Source: an optimization exercise on an open RTL-to-GDS flow (aim: small area, a short achievable clock period and few clock cycles per item). Production flows keep margins and buffers that such runs may drop.
RTL that was checked went through simulation tests only; none was proved equivalent to the original.

==> flow/design.v (excerpt) <==
module barometer_pressure_compensation_unit (
    input  wire logic        clk,
    input  wire logic        rst_n,
    input  wire logic        s_tvalid,
    output logic             s_tready,
    input  wire logic [23:0] s_tdata,
    output logic             m_tvalid,
    input  wire logic        m_tready,
    output logic [23:0]      m_tdata,
    output logic [0:0]       m_tuser,
    input  wire logic        cfg_we,
    input  wire logic [bpc_pkg::CFG_ADDR_BITS-1:0] cfg_addr,
    input  wire logic [bpc_pkg::COEF_BITS-1:0]     cfg_wdata
);
Size: ~3,500 cells after synthesis, ~310 flip-flops, about 74 I/O pins, ~0.031 sq mm of cells after synthesis.
Settings: LEC_CHECK=0, ABC_AREA=1, CAP_MARGIN=20, CORE_MARGIN=2, CORE_UTILIZATION=40, SETUP_SLACK_MARGIN=3.0, SLEW_MARGIN=20; clock period 7.5 ns.
run.sh (not shown) runs the stock make flow with config.mk's settings and CLKGATE_MAP_FILE= SYNTH_SCRIPT=/design/flow/synth_recipe.tcl, a recipe that flattens the netlist after the stock synthesis.
Edit:
--- a/flow/config.mk
+++ b/flow/config.mk
@@ -11,2 +11,2 @@
-export CORE_UTILIZATION = 40
-export SETUP_SLACK_MARGIN = 3.0
+export CORE_UTILIZATION = 60
+export SETUP_SLACK_MARGIN = 2.5
Effect: Critical path depth falls by 1. Count of clock-buffer cells in the layout falls by 1. Via count falls by 0.97%. Routed wire length falls by 3.8%. Fmax falls by about 1.3%. Cell area falls by about 10%.
Function was not checked in any run of this note: the RTL went through the layout flow alone.

* * *

## lane 1
barometer_pressure_compensation_unit, a different RTL version from the one above (not shown whole).
Size in the first run: about 74 I/O pins, roughly 0.029 sq mm of cells after synthesis.
Settings: LEC_CHECK=0, ABC_AREA=1, CAP_MARGIN=20, CORE_MARGIN=2, CORE_UTILIZATION=40, CTS_CLUSTER_DIAMETER=60, CTS_CLUSTER_SIZE=30, SETUP_SLACK_MARGIN=2.5, SLEW_MARGIN=20; clock period 7.5 ns.
standard.sh (not shown) runs the stock make flow with config.mk's settings and CLKGATE_MAP_FILE= SYNTH_SCRIPT=/design/flow/synth_recipe.tcl, a recipe that flattens the netlist after the stock synthesis.
==> flow/flow/run.sh <==
#!/bin/bash
# The standard layout, with one step added between synthesis and floorplan:
# polarity.py removes inverters around the full-adder cells of the synthesized
# netlist (a full adder complements both outputs when its three inputs are
# complemented, so each fa cell can take its inputs in whichever polarity needs
# fewer inverters), and gives each fa cell's latest-arriving input its carry
# input pin, the fastest of the three (the cell is symmetric in them). Registers, cells other than inverters and every other step
# are the standard flow's, except that the ports are buffered with buf_2 cells
# (BUFFER_PORTS_ARGS) rather than the slow delay-buffer cell the resizer picks.
set -euo pipefail
res=orfs/results/${FLOW_PLATFORM}/barometer_pressure_compensation_unit/base
bash standard.sh synth > standard_synth.log 2>&1
cp "$res/1_2_yosys.v" synth_netlist.v
python3 flow/polarity.py synth_netlist.v "$res/1_2_yosys.v" > polarity.log 2>&1
touch "$res/1_2_yosys.v"
bash standard.sh "BUFFER_PORTS_ARGS=-buffer_cell sky130_fd_sc_hd__buf_2" finish > standard_finish.log 2>&1
Other scripts of this flow, unchanged in this note and not shown: flow/flow/polarity.py
Testbench counts of lane 1, summed over its fixed seeds: cycles 12,032, items 12,000.
Edits applied to the flow inputs when going from lane 1 to lane 2:
# lane 1
export LEC_CHECK = 0
export ABC_AREA = 1
export CAP_MARGIN = 20
export CORE_MARGIN = 2
export CORE_UTILIZATION = 40
export CTS_CLUSTER_DIAMETER = 60
export CTS_CLUSTER_SIZE = 30
export SETUP_SLACK_MARGIN = 2.5
export SLEW_MARGIN = 20
create_clock -name core_clock -period 7.5 [get_ports {clk}]
# lane 2
export LEC_CHECK = 0
export ABC_AREA = 1
export CAP_MARGIN = 20
export CORE_MARGIN = 2
export CORE_UTILIZATION = 40
export CTS_BUF_LIST = sky130_fd_sc_hd__clkbuf_4
export PLACE_DENSITY = 0.75
export SETUP_SLACK_MARGIN = 2.5
export SLEW_MARGIN = 20
create_clock -name core_clock -period 7.5 [get_ports {clk}]
Notes after the runs:
Critical path arrival: lane 1 and lane 2 compared, lower one is lane 1
Routed wire in lane 2 totals less than in lane 1.
Summary of lane 2 over lane 1: slew at the pin closest to its max-slew limit moved up; design area level.
A last element of the critical path of rb3_reg[16]$_DFFE_PP_ is what lane 1 shows, while c3_reg$_DFFE_PP_ belongs to lane 2.
In the reports for lane 1 and lane 2, the larger first-pass GRT wire length belongs to lane 1.
Compared with lane 1, lane 2 shows initial detailed-routing violation count that has gone up by more than a quarter.
> inputs changed (lane 2 -> lane 3)
# lane 2
export LEC_CHECK = 0
export ABC_AREA = 1
export CAP_MARGIN = 20
export CORE_MARGIN = 2
export CORE_UTILIZATION = 40
export CTS_BUF_LIST = sky130_fd_sc_hd__clkbuf_4
export PLACE_DENSITY = 0.75
export SETUP_SLACK_MARGIN = 2.5
export SLEW_MARGIN = 20
create_clock -name core_clock -period 7.5 [get_ports {clk}]
# lane 3
export LEC_CHECK = 0
export ABC_AREA = 1
export CAP_MARGIN = 20
export CORE_MARGIN = 2
export CORE_UTILIZATION = 40
export CTS_BUF_LIST = sky130_fd_sc_hd__clkbuf_4
export SETUP_SLACK_MARGIN = 2.6
export SLEW_MARGIN = 20
create_clock -name core_clock -period 7.5 [get_ports {clk}]
==> summary.txt <==
Lane 3 finished all stages; the layout is clean. [compare] base=lane 2 new=lane 3: buffering overhead climbed 1.2 points, fraction of standard cell area in multi-input logic dropped 0.32 points, layout-stage area growth over the synthesis result moved up, placed instance area level. [lane 3] HPWL reported at the end of detailed placement rose 5.2% relative to lane 2. Taking lane 2 as the reference, in lane 3 final area climbed about 2.3%.
[inputs] lane 4 vs lane 3
# lane 3
export LEC_CHECK = 0
export ABC_AREA = 1
export CAP_MARGIN = 20
export CORE_MARGIN = 2
export CORE_UTILIZATION = 40
export CTS_BUF_LIST = sky130_fd_sc_hd__clkbuf_4
export SETUP_SLACK_MARGIN = 2.6
export SLEW_MARGIN = 20
create_clock -name core_clock -period 7.5 [get_ports {clk}]
# lane 4
export LEC_CHECK = 0
export ABC_AREA = 1
export CAP_MARGIN = 20
export CORE_MARGIN = 2
export CORE_UTILIZATION = 40
export CTS_BUF_LIST = sky130_fd_sc_hd__clkbuf_4
export GPL_TIMING_DRIVEN = 1
export SETUP_SLACK_MARGIN = 2.5
export SLEW_MARGIN = 20
create_clock -name core_clock -period 7.5 [get_ports {clk}]
Relative to lane 3, the non-clock buffer count measured on lane 4 has decreased by more than 10%.
| wire length of the first global-routing pass | lane 4 vs lane 3 | worse |
Status: portion of the clock cycle consumed by the worst path in the final layout parity (lane 3, lane 4)

* * *

north:
Starting RTL as in the previous note.
// barometer_pressure_compensation_unit
module barometer_pressure_compensation_unit (
    input  wire logic        clk,
    input  wire logic        rst_n,
    input  wire logic        s_tvalid,
    output logic             s_tready,
    input  wire logic [23:0] s_tdata,
    output logic             m_tvalid,
    input  wire logic        m_tready,
    output logic [23:0]      m_tdata,
    output logic [0:0]       m_tuser,
    input  wire logic        cfg_we,
    input  wire logic [bpc_pkg::CFG_ADDR_BITS-1:0] cfg_addr,
    input  wire logic [bpc_pkg::COEF_BITS-1:0]     cfg_wdata
);
export LEC_CHECK = 0
export ABC_AREA = 1
export CAP_MARGIN = 5
export CORE_MARGIN = 2
export CORE_UTILIZATION = 40
export CTS_BUF_LIST = sky130_fd_sc_hd__clkbuf_4
export SETUP_SLACK_MARGIN = 2.5
export SLEW_MARGIN = 5
create_clock -name core_clock -period 7.5 [get_ports {clk}]
Scripts as last shown in full above: flow/flow/run.sh
Other scripts of this flow, unchanged in this note and not shown: flow/flow/polarity.py
Testbench counts of north, summed over its fixed seeds: cycles 12,032, items 12,000.
Setup changes, north to south
Settings: a deleted ABC_AREA that had been 1; a change of SLEW_MARGIN from 5 to 20; a change of CAP_MARGIN from 5 to 20.
--- outcome ---
Taking north as the reference, in south cell area +about 5.5%; sequential share of layout area fell 1.4 points; setup slack decreased 0.26 ns.
## Diff of input files: east against south
Settings: ABC_AREA now 1, previously not set.
Notes after the runs:
- Between east and south, it is east whose data required time of the critical path is lower, by 0.06 ns.
- Of east and south, it is east that has the higher post-placement worst setup slack.
- Reported for east and south, critical path depth turned out identical to the last digit.
- Clock period minus worst slack in east is 0.26 ns lower than in south
- Summary: with south as the reference, final cell count in east moved up by a few percent.
- The total routing resource utilization after global routing of east exceeds that of south by 1.3 points.
- The via count reported for east is higher than the one for south.
- In the metrics for east and south, the one carrying the lower worst hold slack is east.
--- input diff east..west ---
Settings: removing CTS_BUF_LIST (formerly sky130_fd_sc_hd__clkbuf_4); changing SETUP_SLACK_MARGIN from 2.5 to 2.65.
Notes after the runs:
Run comparison: east first element of the critical path p2_reg[8]; west first element of the critical path t1_reg[3]. Relative to east, the final cell area reported for west is higher. Going from east to west, layout cell share with drive strength beyond 1 up 2.3 points, worst setup slack before clock tree synthesis up 0.15 ns. Summary of west over east: number of logic inverters in the finished layout essentially unchanged; cell count of the worst reg-to-reg path increased 5; count of non-filler cells in the finished layout decreased 37. | worst hold margin | west vs east | 0.0078 ns higher |. Compared with east, in west global-route usage flat; sequential share of layout area lower; worst setup slack rose 0.038 ns.

* * *

Another version of the RTL of barometer_pressure_compensation_unit (not shown whole).
Size in the first run: roughly 2800 cells after synthesis, about 320 flip-flops, about 74 I/O pins, roughly 31000 sq um of cells after synthesis.
## barometer_pressure_compensation_unit
module barometer_pressure_compensation_unit (
    input  wire logic        clk,
    input  wire logic        rst_n,
    input  wire logic        s_tvalid,
    output logic             s_tready,
    input  wire logic [23:0] s_tdata,
    output logic             m_tvalid,
    input  wire logic        m_tready,
    output logic [23:0]      m_tdata,
    output logic [0:0]       m_tuser,
    input  wire logic        cfg_we,
    input  wire logic [bpc_pkg::CFG_ADDR_BITS-1:0] cfg_addr,
    input  wire logic [bpc_pkg::COEF_BITS-1:0]     cfg_wdata
);
    logic signed [15:0] a0_reg;
    logic signed [15:0] b1_reg;
    logic signed [15:0] b2_reg;
    logic signed [13:0] c12_reg;
    logic signed [17:0] b2x3_reg;     
    logic signed [15:0] c12x3_reg;    
    logic [3:0]  vld;
    logic        en;
    logic [9:0]  p1_reg, t1_reg;
    logic [3:0]  tk_next, tk2_reg;
    logic [25:0] x_next, x2_reg;
    logic [27:0] y_next, y2_reg;
    logic [9:0]  p2_reg, t2_reg;
    logic [11:0] temp_next;
    logic [43:0] ra3_reg, rb3_reg;
    logic [11:0] temp3_reg;
    logic [43:0] s_full;
    logic [25:0] v;
    logic        clip_lo4_reg, clip_hi4_reg;
    logic [11:0] h4_reg;
    logic [12:0] hl4_reg;
  ...
Settings: LEC_CHECK=0, CAP_MARGIN=20, CORE_MARGIN=2, CORE_UTILIZATION=40, SETUP_SLACK_MARGIN=2.5, SLEW_MARGIN=20; clock period 7.5 ns.
run.sh (not shown) runs the stock make flow with config.mk's settings and CLKGATE_MAP_FILE= SYNTH_SCRIPT=/design/flow/synth_recipe.tcl, a recipe that flattens the netlist after the stock synthesis.
Stock flow here: none of the scripts above is used.
Testbench counts at the start, summed over its fixed seeds: cycles 12,032, items 12,000.
Edit:
--- a/flow/config.mk
+++ b/flow/config.mk
@@ -10,3 +10,3 @@
 export CORE_UTILIZATION = 40
-export SETUP_SLACK_MARGIN = 2.5
+export SETUP_SLACK_MARGIN = 3.5
 export SLEW_MARGIN = 20
Effect: The changed run completed without violations; wire length grows by 4.3%; non-clock buffer count climbs by 87; design area climbs by 5.1%.

## what the ideal ports hide
How much do the figures lean on ideal ports? The routed layouts below were timed once more, with nothing changed but the port constraints.
Step 1, drivers: a clkbuf_16 drives clk and a buf_2 each remaining input, both assumed.
Step 2 adds t to the input delays and takes it off the output delays; t is the mean of the earliest and latest rising clock arrival at the registers after step 1. Input paths then give back, and output paths get back, about the clock's delay inside the block.
a / b / c = ideal / step 1 / step 2; a / b = the first two.
run | shift t [ns] | setup slack, ns | worst setup path after step 2 | slew at the worst register clock pin (ns) | worst data-port slew with drivers (ns)
the first run of note 1 | 0.629 | 2.346 / 2.283 / 2.643 | register to register | 0.07 / 0.07 | 0.04
the second run of note 1 | 0.617 | 2.280 / 2.219 / 2.534 | register to register | 0.07 / 0.07 | 0.04
lane 1 | 0.641 | 2.594 / 2.594 / 2.594 | register to register | 0.09 / 0.09 | 0.04
lane 2 | 0.839 | 2.507 / 2.507 / 2.507 | register to register | 0.08 / 0.08 | 0.05
lane 3 | 0.883 | 2.636 / 2.636 / 2.636 | register to register | 0.09 / 0.09 | 0.04
lane 4 | 0.868 | 2.632 / 2.632 / 2.632 | register to register | 0.08 / 0.08 | 0.04
north | 0.868 | 2.632 / 2.632 / 2.632 | register to register | 0.08 / 0.08 | 0.04
south | 0.904 | 2.368 / 2.368 / 2.368 | register to register | 0.08 / 0.08 | 0.04
east | 0.868 | 2.632 / 2.632 / 2.632 | register to register | 0.08 / 0.08 | 0.04
west | 0.606 | 2.670 / 2.670 / 2.670 | register to register | 0.08 / 0.08 | 0.05
the first run of note 4 | 0.610 | 2.326 / 2.326 / 2.326 | register to register | 0.06 / 0.06 | 0.04
the second run of note 4 | 0.612 | 2.333 / 2.333 / 2.333 | register to register | 0.07 / 0.07 | 0.04
After both steps setup and hold are still met in every run listed.
